From an optimization exercise on the open Yosys and OpenROAD flow, aimed at small area and a short achievable clock period; shortcuts taken in it are not production practice. Function was checked by simulation only, so behaviour that the tests miss may differ from the original.

Setup of run 1:
// iq_upconverter
module iq_upconverter (
  input  logic        clk,
  input  logic        rstn,
  input  logic        en,
  input  logic [11:0] i_data,
  input  logic [11:0] q_data,
  output logic        if_valid,
  output logic [11:0] if_data
);
  logic [1:0]  q;
  logic [3:0]  ms;
  logic [5:0]  phase, phase_nx;
  assign phase    = {q, ms ^ {4{q[0]}}};
  assign phase_nx = phase + 6'd1;
  logic [1:0]  q_n;      
  logic [3:0]  ms_n;
  logic        v1, v2;   
  logic [5:0]  bo0, bt0, bn0, bo1, bt1, bn1;
  logic pp0_0_0;
  logic pp0_0_1;
  logic pp0_0_2;
  logic pp0_0_3;
  logic pp0_0_4;
  logic pp0_0_5;
  logic pp0_0_6;
  logic pp0_0_7;
  logic pp0_0_8;
  logic pp0_0_9;
  logic pp0_0_10;
  logic pp0_0_11;
  logic pp0_0_12;
  logic pp0_1_0;
  logic pp0_1_1;
  logic pp0_1_2;
  logic pp0_1_3;
  logic pp0_1_4;
  logic pp0_1_5;
  logic pp0_1_6;
  logic pp0_1_7;
  logic pp0_1_8;
  logic pp0_1_9;
  logic pp0_1_10;
  logic pp0_1_11;
  logic pp0_1_12;
  logic pp0_2_0;
  logic pp0_2_1;
  logic pp0_2_2;
  logic pp0_2_3;
  logic pp0_2_4;
  logic pp0_2_5;
  logic pp0_2_6;
  logic pp0_2_7;
  logic pp0_2_8;
  logic pp0_2_9;
  logic pp0_2_10;
  logic pp0_2_11;
  logic pp0_2_12;
  logic pp0_3_0;
  logic pp0_3_1;
  logic pp0_3_2;
  logic pp0_3_3;
  logic pp0_3_4;
  logic pp0_3_5;
  logic pp0_3_6;
  logic pp0_3_7;
  logic pp0_3_8;
  logic pp0_3_9;
  ...
Size in the first run: about 990 cells after synthesis, ~180 flip-flops, ~40 I/O pins.
export LEC_CHECK = 0
export CAP_MARGIN = 20
export CORE_MARGIN = 2
export CORE_UTILIZATION = 40
export CTS_BUF_LIST = sky130_fd_sc_hd__clkbuf_4 sky130_fd_sc_hd__clkbuf_8
export PLACE_DENSITY = 0.75
export SETUP_SLACK_MARGIN = 3.45
export SLEW_MARGIN = 20
export SYNTH_HIERARCHICAL = 1
create_clock -name core_clock -period 6.0 [get_ports {clk}]
standard.sh (not shown) runs the stock make flow with config.mk's settings and CLKGATE_MAP_FILE= SYNTH_SCRIPT=/design/flow/synth_recipe.tcl, a recipe that flattens the netlist after the stock synthesis.
==> flow/flow/run.sh <==
#!/bin/bash
# Layout: the standard ORFS flow (standard.sh), with two changes:
#  - the port buffers are sky130_fd_sc_hd__buf_8 cells instead of the
#    resizer's default choice (a delay cell);
#  - the repair steps may resize a cell to any drive strength, not only to a
#    cell with the same footprint.
# The output of each tool goes to the ORFS logs under orfs/logs; make's own
# output goes to standard.log here.
set -euo pipefail
bash standard.sh MATCH_CELL_FOOTPRINT=0 \
  "BUFFER_PORTS_ARGS=-buffer_cell sky130_fd_sc_hd__buf_8" \
  finish > standard.log 2>&1
--- input diff run 1..run 2 ---
# run 1
export LEC_CHECK = 0
export CAP_MARGIN = 20
export CORE_MARGIN = 2
export CORE_UTILIZATION = 40
export CTS_BUF_LIST = sky130_fd_sc_hd__clkbuf_4 sky130_fd_sc_hd__clkbuf_8
export PLACE_DENSITY = 0.75
export SETUP_SLACK_MARGIN = 3.45
export SLEW_MARGIN = 20
export SYNTH_HIERARCHICAL = 1
create_clock -name core_clock -period 6.0 [get_ports {clk}]
# run 2
export LEC_CHECK = 0
export ABC_AREA = 1
export CAP_MARGIN = 20
export CORE_MARGIN = 2
export CORE_UTILIZATION = 40
export CTS_BUF_LIST = sky130_fd_sc_hd__clkbuf_4 sky130_fd_sc_hd__clkbuf_8
export SETUP_SLACK_MARGIN = 3.45
export SLEW_MARGIN = 20
export SYNTH_HIERARCHICAL = 1
create_clock -name core_clock -period 6.0 [get_ports {clk}]
==> flow/flow/run.sh <==
#!/bin/bash
# Layout: the standard ORFS flow (standard.sh), with two changes:
#  - the port buffers are sky130_fd_sc_hd__buf_4 cells instead of the
#    resizer's default choice (a delay cell);
#  - the repair steps may resize a cell to any drive strength, not only to a
#    cell with the same footprint.
# The output of each tool goes to the ORFS logs under orfs/logs; make's own
# output goes to standard.log here.
set -euo pipefail
bash standard.sh MATCH_CELL_FOOTPRINT=0 \
  "BUFFER_PORTS_ARGS=-buffer_cell sky130_fd_sc_hd__buf_4" \
  finish > standard.log 2>&1
Findings:
From run 1 to run 2 the numbers moved as follows: mapped cell area went up by 76 µm², area growth from synthesis to final layout went down by 6.6 points, wire length went up by about 4%. Critical path data arrival time: run 2 and run 1 compared, higher one is run 1. Run 2 has minimum setup slack in the final design below what run 1 had. The proportion of cell area occupied by registers of run 2 exceeds that of run 1 by 1.4 points. In the flow results for run 2 and run 1, the synthesized cell count is smaller on run 1.
Setup changes, run 2 to run 3
# run 2
export LEC_CHECK = 0
export ABC_AREA = 1
export CAP_MARGIN = 20
export CORE_MARGIN = 2
export CORE_UTILIZATION = 40
export CTS_BUF_LIST = sky130_fd_sc_hd__clkbuf_4 sky130_fd_sc_hd__clkbuf_8
export SETUP_SLACK_MARGIN = 3.45
export SLEW_MARGIN = 20
export SYNTH_HIERARCHICAL = 1
create_clock -name core_clock -period 6.0 [get_ports {clk}]
# run 3
export LEC_CHECK = 0
export CAP_MARGIN = 20
export CORE_MARGIN = 2
export CORE_UTILIZATION = 40
export CTS_BUF_LIST = sky130_fd_sc_hd__clkbuf_4 sky130_fd_sc_hd__clkbuf_8
export SETUP_SLACK_MARGIN = 3.55
export SLEW_MARGIN = 20
export SYNTH_HIERARCHICAL = 1
create_clock -name core_clock -period 6.0 [get_ports {clk}]
[summary]
In the flow results for run 3 and run 2, the time the final worst path needs with I/O delays and setup is smaller on run 3. Taking run 2 as the reference, in run 3 number of sinks on the clock net was more or less identical, global routing usage on met3 +0.71 points. Against run 2, the final cell area of run 3 is higher. Of run 3 and run 2, the run reporting the lower non-clock inverter count in the final layout was run 3. Looking at least setup slack across all paths after layout across both flows, run 3 is the stronger of the two, with run 2 trailing. From run 2 to run 3 the numbers moved as follows: count of buffers not belonging to the clock network in the layout now sits higher, wire length reported by the detailed router now sits lower. Looking at count of placed standard cells in the final layout, fillers left out across run 3 and run 2, the one that comes out lower is run 3.
diff inputs: run 3 => run 4
# run 3
export LEC_CHECK = 0
export CAP_MARGIN = 20
export CORE_MARGIN = 2
export CORE_UTILIZATION = 40
export CTS_BUF_LIST = sky130_fd_sc_hd__clkbuf_4 sky130_fd_sc_hd__clkbuf_8
export SETUP_SLACK_MARGIN = 3.55
export SLEW_MARGIN = 20
export SYNTH_HIERARCHICAL = 1
create_clock -name core_clock -period 6.0 [get_ports {clk}]
# run 4
export LEC_CHECK = 0
export CAP_MARGIN = 20
export CORE_MARGIN = 2
export CORE_UTILIZATION = 40
export CTS_BUF_LIST = sky130_fd_sc_hd__clkbuf_4 sky130_fd_sc_hd__clkbuf_8
export GPL_ROUTABILITY_DRIVEN = 0
export PLACE_DENSITY = 0.75
export SETUP_SLACK_MARGIN = 3.45
export SLEW_MARGIN = 20
export SYNTH_HIERARCHICAL = 1
create_clock -name core_clock -period 6.0 [get_ports {clk}]
## What came out
Looking at HPWL after detailed placement across both flows, run 4 is the stronger of the two, with run 3 trailing. Utilization after layout in run 4 is 1.3 points lower than in run 3. Run 4 vs. run 3: clock skew went up by 0.0071 ns. Final worst slack: lower on run 4. Run 4 ends up with a critical path required time that is 0.05 ns lower than in run 3. Re final number of setup-violating endpoints: no difference whatsoever between run 4 and run 3. | global-route usage | lower: run 4 |. Compared with run 3, run 4 improves global-route wire length before repair. The lower wire length came out of run 4. As far as net count after synthesis goes, run 4 and run 3 are indistinguishable; the numbers are identical. The higher layout overhead on the synthesized area came out of run 3.

* * *

iq_upconverter again, from the RTL that the note above started with.
==> flow/config.mk <==
export PLATFORM = sky130hd
export DESIGN_NAME = iq_upconverter
export DESIGN_NICKNAME = iq_upconverter
export VERILOG_FILES = /design/flow/design.v
export SDC_FILE = /design/flow/constraint.sdc
export NUM_CORES = 4
export LEC_CHECK = 0
export CAP_MARGIN = 20
export CORE_MARGIN = 2
export CORE_UTILIZATION = 40
export SETUP_SLACK_MARGIN = 3.45
export SLEW_MARGIN = 20
export SYNTH_HIERARCHICAL = 1
==> flow/constraint.sdc <==
create_clock -name core_clock -period 6.0 [get_ports {clk}]
set_input_delay 1.2000 -clock core_clock [delete_from_list [all_inputs] [get_ports {clk}]]
set_output_delay 1.2000 -clock core_clock [all_outputs]
set_load 0.01 [all_outputs]
==> flow/flow/run.sh <==
#!/bin/bash
# Layout: the standard ORFS flow (standard.sh), with two changes:
#  - the port buffers are sky130_fd_sc_hd__buf_4 cells instead of the
#    resizer's default choice (a delay cell);
#  - the repair steps may resize a cell to any drive strength, not only to a
#    cell with the same footprint.
# The output of each tool goes to the ORFS logs under orfs/logs; make's own
# output goes to standard.log here.
set -euo pipefail
bash standard.sh MATCH_CELL_FOOTPRINT=0 \
  "BUFFER_PORTS_ARGS=-buffer_cell sky130_fd_sc_hd__buf_4" \
  finish > standard.log 2>&1
The baseline completed without violations.
Change:
CTS_BUF_LIST = sky130_fd_sc_hd__clkbuf_4 sky130_fd_sc_hd__clkbuf_8   (was unset)
PLACE_DENSITY = 0.75   (was unset)
- worst setup slack is about the same
- maximum frequency barely changes
- global-route usage falls by 1.2 points
- sequential cell count is unchanged
Change:
PLACE_DENSITY = 0.85   (was 0.75)
=> Sequential cell count stays the same; setup slack gets worse by 0.037 ns; cell area came out higher by 1.0%; non-clock buffer count came out higher by 4.
Change:
GPL_TIMING_DRIVEN = 0   (was unset)
PLACE_DENSITY = 0.75   (was 0.85)
Result: Sequential share of layout area shrinks by 0.80 points; die area is unchanged; routed wire length drops by 2.2%; final area grows by 2.7%; setup slack is worse by 0.051 ns; core utilization rose by 1.3 points; global-route usage came out higher by 0.14 points; count of clock-buffer cells in the layout grows by 1; flip-flop and latch count does not change; synthesized area stays the same.
Change:
GPL_TIMING_DRIVEN = unset   (was 0)
PLACE_DENSITY = unset   (was 0.75)
SETUP_SLACK_MARGIN = 3.35   (was 3.45)
Design area fell by a few percent.
Clock-buffer cell count fell by 1.
Global-route usage rose by 0.21 points.
Fmax rose slightly.
Core utilization fell by 2.4 points.
Critical path depth fell by 1.
Synthesized area stays the same.
Change:
ABC_CLOCK_PERIOD_IN_PS = 2500   (was unset)
PLACE_DENSITY = 0.75   (was unset)
SETUP_SLACK_MARGIN = 3.45   (was 3.35)
Register-to-register slack gets better by 0.06 ns. Worst setup slack gets better by 0.059 ns. Via count came out higher by about 3.5%. Cell count came out higher by about 0.7%. Clock skew is about the same. Sequential cell count is unchanged. Wire length barely changes. Critical path depth does not change.

* * *

Another version of the RTL of iq_upconverter (not shown whole).
For scale: about 990 cells after synthesis, ~190 flip-flops, about 40 I/O pins.
==> flow/design.v (excerpt) <==
module iq_upconverter (
  input  logic        clk,
  input  logic        rstn,
  input  logic        en,
  input  logic [11:0] i_data,
  input  logic [11:0] q_data,
  output logic        if_valid,
  output logic [11:0] if_data
);
export LEC_CHECK = 0
export CAP_MARGIN = 20
export CORE_MARGIN = 2
export CORE_UTILIZATION = 40
export SETUP_SLACK_MARGIN = 3.45
export SLEW_MARGIN = 20
export SYNTH_HIERARCHICAL = 1
create_clock -name core_clock -period 6.0 [get_ports {clk}]
==> flow/flow/run.sh <==
#!/bin/bash
# Layout: the standard ORFS flow (standard.sh), with two changes:
#  - the port buffers are sky130_fd_sc_hd__buf_2 cells instead of the
#    resizer's default choice (a delay cell);
#  - the repair steps may resize a cell to any drive strength, not only to a
#    cell with the same footprint.
# The output of each tool goes to the ORFS logs under orfs/logs; make's own
# output goes to standard.log here.
set -euo pipefail
bash standard.sh MATCH_CELL_FOOTPRINT=0 \
  "BUFFER_PORTS_ARGS=-buffer_cell sky130_fd_sc_hd__buf_2" \
  finish > standard.log 2>&1
The baseline ran to the end with no violations.
Then changed:
--- a/flow/flow/run.sh
+++ b/flow/flow/run.sh
@@ -3 +3 @@
-#  - the port buffers are sky130_fd_sc_hd__buf_2 cells instead of the
+#  - the port buffers are sky130_fd_sc_hd__buf_4 cells instead of the
@@ -11 +11 @@
-  "BUFFER_PORTS_ARGS=-buffer_cell sky130_fd_sc_hd__buf_2" \
+  "BUFFER_PORTS_ARGS=-buffer_cell sky130_fd_sc_hd__buf_4" \
CORE_UTILIZATION = 60   (was 40)
After rerunning:
- The changed run completed with no timing, DRC or antenna violations
- worst setup slack gets worse by 0.069 ns
- final area is higher by 0.50%
- utilization is higher by 24 points
- clock skew is lower by 0.0044 ns
- maximum frequency is lower by 2.6%
- via count is higher by 2.6%
- synthesized area does not change
- hold slack barely changes
Then changed:
CORE_UTILIZATION = 40   (was 60)
- global-route usage is lower by 9.0 points
- area after synthesis does not change
- synthesized cell count stays the same
- register-to-register slack gets better by 0.15 ns
- clock skew stays flat
- wire length is about the same
- critical path depth is lower by 8
- clock-buffer cell count rises by 1
- maximum frequency is higher by 3.6%
- final area drops by 0.42%
Then changed:
--- a/flow/flow/run.sh
+++ b/flow/flow/run.sh
@@ -3 +3 @@
-#  - the port buffers are sky130_fd_sc_hd__buf_4 cells instead of the
+#  - the port buffers are sky130_fd_sc_hd__buf_2 cells instead of the
@@ -11 +11 @@
-  "BUFFER_PORTS_ARGS=-buffer_cell sky130_fd_sc_hd__buf_4" \
+  "BUFFER_PORTS_ARGS=-buffer_cell sky130_fd_sc_hd__buf_2" \
CORE_UTILIZATION = 60   (was 40)
Outcome: The changed run passed the timing, DRC and antenna checks. Final area hardly moves. Count of clock-buffer cells in the layout decreases by 3. Critical path depth stays the same. Setup slack degrades by 0.022 ns. Wire length rose by about 2.3%.

* * *

iq_upconverter with an RTL version that a note above also has.
Size: roughly 990 cells after synthesis, about 180 flip-flops, ~0.011 mm2 of cells after synthesis.
export LEC_CHECK = 0
export CAP_MARGIN = 20
export CORE_MARGIN = 2
export CORE_UTILIZATION = 40
export CTS_BUF_LIST = sky130_fd_sc_hd__clkbuf_4 sky130_fd_sc_hd__clkbuf_8
export PLACE_DENSITY = 0.75
export SETUP_SLACK_MARGIN = 3.45
export SLEW_MARGIN = 20
export SYNTH_HIERARCHICAL = 1
export TNS_END_PERCENT = 50
create_clock -name core_clock -period 6.0 [get_ports {clk}]
==> flow/flow/run.sh <==
#!/bin/bash
# Layout: the standard ORFS flow (standard.sh), with two changes:
#  - the port buffers are sky130_fd_sc_hd__buf_4 cells instead of the
#    resizer's default choice (a delay cell);
#  - the repair steps may resize a cell to any drive strength, not only to a
#    cell with the same footprint.
# The output of each tool goes to the ORFS logs under orfs/logs; make's own
# output goes to standard.log here.
set -euo pipefail
bash standard.sh MATCH_CELL_FOOTPRINT=0 \
  "BUFFER_PORTS_ARGS=-buffer_cell sky130_fd_sc_hd__buf_4" \
  finish > standard.log 2>&1
Change:
--- a/flow/config.mk
+++ b/flow/config.mk
@@ -12 +11,0 @@
-export PLACE_DENSITY = 0.75
@@ -16 +15 @@
-export TNS_END_PERCENT = 50
+export TNS_END_PERCENT = 10
What happened: The changed run completed with no timing, DRC or antenna violations. Worst setup slack degrades by 76 ps. Non-clock buffer count fell by 17.
Change:
--- a/flow/config.mk
+++ b/flow/config.mk
@@ -15 +14,0 @@
-export TNS_END_PERCENT = 10
Result: Cell area climbs by 2.3%. Non-clock buffer count climbs by 9. Final cell count climbs by 0.58%. Critical path depth is unchanged. Worst hold slack stays flat. Setup slack gains 84 ps. Sequential share of layout area drops by 0.61 points. Die area stays the same.

## port drivers added, routing unchanged
No port has a modelled driver above. Below, the same layouts with a new extraction and two added sets of constraints. Step 1: set_driving_cell puts a clkbuf_16 on clk and a buf_2 on each other input, an assumption about the parent block. Step 2 moves the port delays by t, midway between the first and last clock arrival at a register: inputs arrive t later, outputs are due t later. That takes back most of the time a late clock gives input paths. Three values: ideal, step 1, step 2; two values: the first two.
| run | shift t [ns] | setup slack, ns | hold slack, ns |
|---|---|---|---|
| run 1 | 0.534 | 3.497 / 3.497 / 3.065 | 0.338 / 0.338 / 0.338 |
| run 2 | 0.504 | 3.464 / 3.483 / 2.979 | 0.338 / 0.338 / 0.338 |
| run 3 | 0.516 | 3.527 / 3.501 / 2.985 | 0.337 / 0.337 / 0.337 |
| run 4 | 0.514 | 3.459 / 3.459 / 2.970 | 0.343 / 0.343 / 0.343 |
| the first run of note 2 | 0.483 | 3.497 / 3.487 / 3.004 | 0.331 / 0.331 / 0.331 |
| the second run of note 2 | 0.520 | 3.497 / 3.497 / 2.988 | 0.341 / 0.341 / 0.341 |
| the third run of note 2 | 0.515 | 3.461 / 3.461 / 2.964 | 0.338 / 0.338 / 0.338 |
| the fourth run of note 2 | 0.503 | 3.409 / 3.409 / 2.971 | 0.338 / 0.338 / 0.338 |
| the fifth run of note 2 | 0.510 | 3.439 / 3.439 / 3.024 | 0.337 / 0.337 / 0.337 |
| the sixth run of note 2 | 0.520 | 3.497 / 3.497 / 2.988 | 0.341 / 0.341 / 0.341 |
| the first run of note 3 | 0.479 | 3.467 / 3.467 / 3.009 | 0.330 / 0.330 / 0.330 |
| the second run of note 3 | 0.475 | 3.398 / 3.398 / 3.040 | 0.330 / 0.330 / 0.330 |
| the third run of note 3 | 0.475 | 3.488 / 3.479 / 3.003 | 0.329 / 0.329 / 0.329 |
| the fourth run of note 3 | 0.485 | 3.466 / 3.476 / 3.006 | 0.333 / 0.333 / 0.333 |
| the first run of note 4 | 0.519 | 3.494 / 3.507 / 2.988 | 0.326 / 0.326 / 0.326 |
| the second run of note 4 | 0.522 | 3.418 / 3.418 / 3.027 | 0.338 / 0.338 / 0.338 |
| the third run of note 4 | 0.507 | 3.502 / 3.502 / 3.005 | 0.338 / 0.338 / 0.338 |
After both steps every run listed still meets setup and hold. For run 3, which loses most, drivers alone change the setup slack by -0.026 ns; drivers and shift together by -0.542 ns.
